From an optimization exercise on the open Yosys and OpenROAD flow, aimed at small area, a short achievable clock period and few clock cycles per item; shortcuts taken in it are not production practice. Only simulation tests tie the RTL to the original design; equivalence was not proved. Power figures rest on the tool's default switching activity, not on a simulated workload.

## wildcard_signature_scanner_core
module wildcard_signature_scanner_core
#(
    parameter int PATTERN_BYTES = 24
)
(
    input  logic                              clk,
    input  logic                              rst_n,
    input  logic                              cfg_valid,
    output logic                              cfg_ready,
    input  logic [wss_pkg::CFG_INDEX_W-1:0]   cfg_index,
    input  logic [wss_pkg::CFG_DATA_W-1:0]    cfg_data,
    input  logic                              item_valid,
    output logic                              item_stall,
    input  logic [7:0]                        data_byte,
    input  logic                              last_byte,
    output logic                              result_valid,
    input  logic                              result_stall,
    output logic                              found,
    output logic [wss_pkg::OFFSET_W-1:0]      match_offset
);
    localparam int OW = wss_pkg::OFFSET_W;
    localparam int CW = OW + 1;
    wss_pkg::cfg_t                     cfg;
    logic                              a_valid;
    logic [PATTERN_BYTES-1:0]          a_pos;
    logic                              a_last;
    logic                              stall_reg;
    logic                              first_reg;
    logic                              second_reg;
    logic                              done_reg;
    logic                              past_reg;
    logic [PATTERN_BYTES-1:0]          prefix_reg;
    logic [wss_pkg::SKIP_W-1:0]        skipped_reg;
    logic [CW-1:0]                     start_reg;
    logic                              res_valid_reg;
    logic                              found_reg;
    logic [4:0]                        last_pos;
    logic [CW-1:0]                     start_init;
  ...
make LEC_CHECK=0 CAP_MARGIN=20 CORE_MARGIN=2 CORE_UTILIZATION=60 SLEW_MARGIN=20 finish   # period 11.0 ns
run.sh (not shown) runs the stock make flow with config.mk's settings and CLKGATE_MAP_FILE= SYNTH_SCRIPT=/design/flow/synth_recipe.tcl, a recipe that flattens the netlist after the stock synthesis.
Testbench counts at the start, summed over its fixed seeds: cycles 72,767, bytes 72,386.
==> next run, changes <==
- CORE_UTILIZATION: 60 -> 30
=>
- The changed run passed the timing, design-rule and antenna checks
- register-to-register slack improved by 0.04 ns
- non-clock buffer count is lower by 2
- worst setup slack is better by 0.045 ns
- via count fell by 1.8%
- final area increases by 2.2%
- core utilization came out lower by 34 points
- routed wire length goes up by 11%
- clock power barely changes
- die area increases by 97%
- area after synthesis stays the same


The RTL this note starts from:
==> flow/design.v <==
`timescale 1ns / 1ps
package wss_pkg;
    localparam int SIG_BYTES     = 24;
    localparam int LEN_W         = 5;
    localparam int SKIP_W        = 16;
    localparam int OFFSET_W      = 24;
    localparam int CFG_INDEX_W   = 3;
    localparam int CFG_DATA_W    = 64;
    typedef enum logic [CFG_INDEX_W-1:0] {
        REG_PATTERN_LOW     = 3'd0,
        REG_PATTERN_MID     = 3'd1,
        REG_PATTERN_HIGH    = 3'd2,
        REG_CARE_MASK       = 3'd3,
        REG_PATTERN_LENGTH  = 3'd4,
        REG_SKIP_COUNT      = 3'd5,
        REG_SEARCH_DISTANCE = 3'd6
    } reg_index_t;
    typedef struct packed {
        logic [SIG_BYTES*8-1:0] pattern;
        logic [SIG_BYTES-1:0]   care;
        logic [LEN_W-1:0]       last_pos;
        logic [SKIP_W-1:0]      skip;
        logic [OFFSET_W-1:0]    distance;
    } cfg_t;
    localparam logic [LEN_W-1:0]     LAST_POS_RESET = 5'd0;
    localparam logic [OFFSET_W-1:0]  DISTANCE_RESET = 24'd1;
endpackage
`timescale 1ns / 1ps
module wss_cfg_regs
(
    input  logic                               clk,
    input  logic                               rst_n,
    input  logic                               cfg_valid,
    output logic                               cfg_ready,
    input  logic [wss_pkg::CFG_INDEX_W-1:0]    cfg_index,
    input  logic [wss_pkg::CFG_DATA_W-1:0]     cfg_data,
    output wss_pkg::cfg_t                      cfg,
    output logic [2:0]                         pattern_written,
    output logic                               care_written,
    output logic                               skip_written,
    output logic                               distance_written
);
    wss_pkg::cfg_t              cfg_reg;
    logic [wss_pkg::LEN_W-1:0]  len_in;
    logic [wss_pkg::LEN_W-1:0]  last_pos_in;
    assign cfg_ready = 1'b1;
    assign cfg       = cfg_reg;
    always_comb
    begin
        len_in = cfg_data[wss_pkg::LEN_W-1:0];
        if (len_in == '0)
        begin
            last_pos_in = '0;
        end
        else if (len_in > wss_pkg::LEN_W'(wss_pkg::SIG_BYTES))
        begin
            last_pos_in = wss_pkg::LEN_W'(wss_pkg::SIG_BYTES - 1);
        end
        else
        begin
            last_pos_in = len_in - 1'b1;
        end
    end
    always_ff @(posedge clk or negedge rst_n)
    begin
        if (!rst_n)
        begin
            pattern_written  <= '0;
            care_written     <= 1'b0;
            skip_written     <= 1'b0;
            distance_written <= 1'b0;
            cfg_reg.last_pos <= wss_pkg::LAST_POS_RESET;
        end
        else if (cfg_valid && cfg_ready)
        begin
            case (cfg_index)
                wss_pkg::REG_PATTERN_LOW:
                    pattern_written[0] <= 1'b1;
                wss_pkg::REG_PATTERN_MID:
                    pattern_written[1] <= 1'b1;
                wss_pkg::REG_PATTERN_HIGH:
                    pattern_written[2] <= 1'b1;
                wss_pkg::REG_CARE_MASK:
                    care_written <= 1'b1;
                wss_pkg::REG_PATTERN_LENGTH:
                    cfg_reg.last_pos <= last_pos_in;
                wss_pkg::REG_SKIP_COUNT:
                    skip_written <= 1'b1;
                wss_pkg::REG_SEARCH_DISTANCE:
                    distance_written <= 1'b1;
                default:
                    ;
            endcase
        end
    end
    always_ff @(posedge clk)
    begin
        if (cfg_valid && cfg_ready)
        begin
            case (cfg_index)
                wss_pkg::REG_PATTERN_LOW:
                    cfg_reg.pattern[63:0] <= cfg_data;
                wss_pkg::REG_PATTERN_MID:
                    cfg_reg.pattern[127:64] <= cfg_data;
                wss_pkg::REG_PATTERN_HIGH:
                    cfg_reg.pattern[191:128] <= cfg_data;
                wss_pkg::REG_CARE_MASK:
                    cfg_reg.care <= cfg_data[wss_pkg::SIG_BYTES-1:0];
                wss_pkg::REG_SKIP_COUNT:
                    cfg_reg.skip <= cfg_data[wss_pkg::SKIP_W-1:0];
                wss_pkg::REG_SEARCH_DISTANCE:
                    cfg_reg.distance <= cfg_data[wss_pkg::OFFSET_W-1:0];
                default:
                    ;
            endcase
        end
    end
endmodule
`timescale 1ns / 1ps
module wss_match
#(
    parameter int PATTERN_BYTES = 24
)
(
    input  logic [7:0]                       data,
    input  logic [PATTERN_BYTES*8-1:0]       pattern,
    input  logic [PATTERN_BYTES-1:0]         care,
    input  logic [2:0]                       pattern_written,
    input  logic                             care_written,
    output logic [PATTERN_BYTES-1:0]         hit_pos
);
    logic data_zero;
    always_comb
    begin
        data_zero = (data == 8'd0);
        for (int k = 0; k < PATTERN_BYTES; k++)
        begin
            hit_pos[k] = (care_written && !care[k]) ||
                         (pattern_written[k / 8] ? (data == pattern[k*8 +: 8]) : data_zero);
        end
    end
endmodule
`timescale 1ns / 1ps
module wildcard_signature_scanner_core
#(
    parameter int PATTERN_BYTES = 24
)
(
    input  logic                              clk,
    input  logic                              rst_n,
    input  logic                              cfg_valid,
    output logic                              cfg_ready,
    input  logic [wss_pkg::CFG_INDEX_W-1:0]   cfg_index,
    input  logic [wss_pkg::CFG_DATA_W-1:0]    cfg_data,
    input  logic                              item_valid,
    output logic                              item_stall,
    input  logic [7:0]                        data_byte,
    input  logic                              last_byte,
    output logic                              result_valid,
    input  logic                              result_stall,
    output logic                              found,
    output logic [wss_pkg::OFFSET_W-1:0]      match_offset
);
    localparam int OW = wss_pkg::OFFSET_W;
    localparam int CW = OW + 1;
    localparam int SW = wss_pkg::SKIP_W;
    wss_pkg::cfg_t                     cfg;
    logic [2:0]                        pattern_written;
    logic                              care_written;
    logic                              skip_written;
    logic                              distance_written;
    logic [SW-1:0]                     skip;
    logic                              a_valid;
    logic                              in_first_reg;
    logic                              a_last;
    logic                              stall_reg;
    logic                              first_reg;
    logic                              done_reg;
    logic                              past_reg;
    logic [PATTERN_BYTES-1:0]          prefix_reg;
    logic [SW-1:0]                     remain_reg;
    logic                              reached_reg;
    logic [CW-1:0]                     start_reg;
    logic                              at_dist_reg;
    logic                              res_valid_reg;
    logic                              found_reg;
    logic [OW-1:0]                     offset_reg;
    logic [CW-1:0]                     start_init;
    logic                              skip_zero;
    logic                              at_dist_first;
    logic                              first_can_hit;
    logic [PATTERN_BYTES-1:0]          last_onehot;
    logic [PATTERN_BYTES-1:0]          hit_pos;
    logic [PATTERN_BYTES-1:0]          prefix_prev;
    logic [PATTERN_BYTES-1:0]          prefix_next;
    logic                              done_eff;
    logic                              past_eff;
    logic [SW-1:0]                     remain_eff;
    logic [CW-1:0]                     start_inc;
    logic                              reached_eff;
    logic                              at_dist_eff;
    logic                              hit;
    logic                              accept;
    logic                              produce;
    logic                              proc;
    logic                              take_item;
    logic                              res_valid_next;
    logic                              first_next;
    logic                              done_next;
    logic                              might_produce;
    wss_cfg_regs u_cfg
    (
        .clk             (clk),
        .rst_n           (rst_n),
        .cfg_valid       (cfg_valid),
        .cfg_ready       (cfg_ready),
        .cfg_index       (cfg_index),
        .cfg_data        (cfg_data),
        .cfg             (cfg),
        .pattern_written (pattern_written),
        .care_written    (care_written),
        .skip_written    (skip_written),
        .distance_written(distance_written)
    );
    wss_match #(.PATTERN_BYTES(PATTERN_BYTES)) u_match
    (
        .data            (data_byte),
        .pattern         (cfg.pattern),
        .care            (cfg.care),
        .pattern_written (pattern_written),
        .care_written    (care_written),
        .hit_pos         (hit_pos)
    );
    assign item_stall   = stall_reg;
    assign result_valid = res_valid_reg;
    assign found        = found_reg;
    assign match_offset = offset_reg;
    always_comb
    begin
        start_init    = CW'(0) - CW'(cfg.last_pos);
        skip          = skip_written ? cfg.skip : '0;
        skip_zero     = !skip_written || (cfg.skip == '0);
        at_dist_first = (cfg.last_pos == '0) && distance_written && (cfg.distance == '0);
        first_can_hit = (cfg.last_pos == '0) && skip_zero;
        for (int k = 0; k < PATTERN_BYTES; k++)
        begin
            last_onehot[k] = (cfg.last_pos == 5'(k));
        end
    end
    always_comb
    begin
        proc         = a_valid && !stall_reg;
        take_item    = item_valid && !stall_reg;
        prefix_prev  = in_first_reg ? '0 : prefix_reg;
        prefix_next  = {prefix_prev[PATTERN_BYTES-2:0], 1'b1} & hit_pos;
        done_eff     = done_reg && !first_reg;
        past_eff     = past_reg && !first_reg;
        remain_eff   = first_reg ? skip : remain_reg;
        reached_eff  = first_reg ? skip_zero : reached_reg;
        at_dist_eff  = first_reg ? at_dist_first : at_dist_reg;
        start_inc    = start_reg + 1'b1;
        hit          = |(prefix_reg & last_onehot) && !past_eff && !at_dist_eff && !done_eff;
        accept       = hit && reached_eff;
        produce      = accept || (a_last && !done_eff);
        res_valid_next = (res_valid_reg && result_stall) || (proc && produce);
        first_next     = proc ? a_last : first_reg;
        done_next      = proc ? (done_eff || accept) : done_reg;
        might_produce  = !(done_next && !first_next) &&
                         (!first_next || last_byte || first_can_hit);
    end
    always_ff @(posedge clk or negedge rst_n)
    begin
        if (!rst_n)
        begin
            a_valid       <= 1'b0;
            stall_reg     <= 1'b0;
            first_reg     <= 1'b1;
            in_first_reg  <= 1'b1;
            res_valid_reg <= 1'b0;
        end
        else
        begin
            a_valid       <= take_item || (a_valid && stall_reg);
            stall_reg     <= (a_valid && stall_reg && res_valid_next) ||
                             (take_item && res_valid_next && might_produce);
            first_reg     <= first_next;
            if (take_item)
            begin
                in_first_reg <= last_byte;
            end
            res_valid_reg <= res_valid_next;
        end
    end
    always_ff @(posedge clk)
    begin
        if (!stall_reg)
        begin
            a_last <= last_byte;
        end
        if (take_item)
        begin
            prefix_reg <= prefix_next;
        end
        if (proc)
        begin
            past_reg    <= past_eff || at_dist_eff;
            done_reg    <= done_eff || accept;
            at_dist_reg <= distance_written ? (start_inc == {1'b0, cfg.distance}) :
                                              (start_inc == CW'(1));
            if (hit && !reached_eff)
            begin
                remain_reg  <= remain_eff - 1'b1;
                reached_reg <= (remain_eff == SW'(1));
            end
            else
            begin
                remain_reg  <= remain_eff;
                reached_reg <= reached_eff;
            end
        end
        if (proc ? a_last : first_reg)
        begin
            start_reg <= start_init;
        end
        else if (proc)
        begin
            start_reg <= start_inc;
        end
        if (proc && produce)
        begin
            found_reg  <= accept;
            offset_reg <= accept ? start_reg[OW-1:0] : '0;
        end
    end
endmodule
clock: 11.0 ns
lec_check: 0
cap_margin: 20
core_margin: 2
core_utilization: 30
cts_cluster_diameter: 60
cts_cluster_size: 20
place_density: 0.75
slew_margin: 20
standard.sh (not shown) runs the stock make flow with config.mk's settings and CLKGATE_MAP_FILE= SYNTH_SCRIPT=/design/flow/synth_recipe.tcl, a recipe that flattens the netlist after the stock synthesis.
==> flow/flow/run.sh <==
#!/bin/bash
# Layout flow: the standard layout (standard synthesis, floorplan, placement,
# CTS, routing) with two changes: timing repair aims at a larger setup slack than
# the default of 0, so that the achieved period, not just the 11 ns clock, is
# optimised; and the port buffers are plain buf_2 cells. The SDC, the clock
# period and every other step are the standard flow's own.
set -euo pipefail
export SETUP_SLACK_MARGIN=7.8
export BUFFER_PORTS_ARGS="-buffer_cell sky130_fd_sc_hd__buf_2"
bash standard.sh finish > orfs_make.log 2>&1
Testbench counts at the start, summed over its fixed seeds: cycles 72,767, bytes 72,386.
Change:
--- a/flow/config.mk
+++ b/flow/config.mk
@@ -11,3 +11,2 @@
-export CTS_CLUSTER_DIAMETER = 60
-export CTS_CLUSTER_SIZE = 20
-export PLACE_DENSITY = 0.75
+export CTS_CLUSTER_DIAMETER = 70
+export CTS_CLUSTER_SIZE = 24
Result:
- total power grows slightly
- die area does not change
- worst setup slack is worse by 19 ps
- via count went down by a few percent
- design area is higher slightly
- hold slack degrades by 8.3 ps
- routed wire length went up slightly
- fmax came out lower slightly
- utilization rose by 0.12 points
- synthesized area does not change
Change:
--- a/flow/config.mk
+++ b/flow/config.mk
@@ -12,0 +13 @@
+export PLACE_DENSITY = 0.8
Worst setup slack got worse by 12 ps.
Sequential power barely changes.
Non-clock buffer count falls by 11.
Flip-flop and latch count stays the same.
Utilization falls by 0.23 points.

==> separate check: timing with driven ports <==
Ports are ideal in the flow. The routed layouts listed here were re-timed in OpenROAD. Step 1 sets driving cells, clkbuf_16 on the clock port and buf_2 on the other inputs (assumed; they add their load-dependent delay and slew). Step 2 adds t to the input delays and takes it off the output delays; t is the mean of the earliest and latest rising clock arrival at the registers after step 1. Input paths then give back, and output paths get back, about the clock's delay inside the block. a / b / c = no drivers / after step 1 / after step 2; a / b = the first two.
| run | t, ns | slack for setup (ns) | hold slack, ns | worst setup path at the end | clock arrival spread, ns |
|---|---|---|---|---|---|
| the first run of note 1 | 0.583 | 5.065 / 5.065 / 5.065 | 0.476 / 0.476 / 0.476 | register to register | 0.019 / 0.019 |
| the second run of note 1 | 0.594 | 5.110 / 5.110 / 5.110 | 0.503 / 0.503 / 0.503 | register to register | 0.024 / 0.024 |
| the first run of note 2 | 0.607 | 7.716 / 7.668 / 7.226 | 0.536 / 0.536 / 0.536 | input to register | 0.022 / 0.022 |
| the second run of note 2 | 0.603 | 7.696 / 7.641 / 7.165 | 0.527 / 0.527 / 0.527 | input to register | 0.022 / 0.023 |
| the third run of note 2 | 0.603 | 7.685 / 7.637 / 7.244 | 0.528 / 0.528 / 0.528 | input to register | 0.029 / 0.029 |
After both steps every run listed still meets setup and hold. The setup slack of the second run of note 2, which loses most, moves by -0.055 ns with the drivers and by -0.531 ns with both steps.
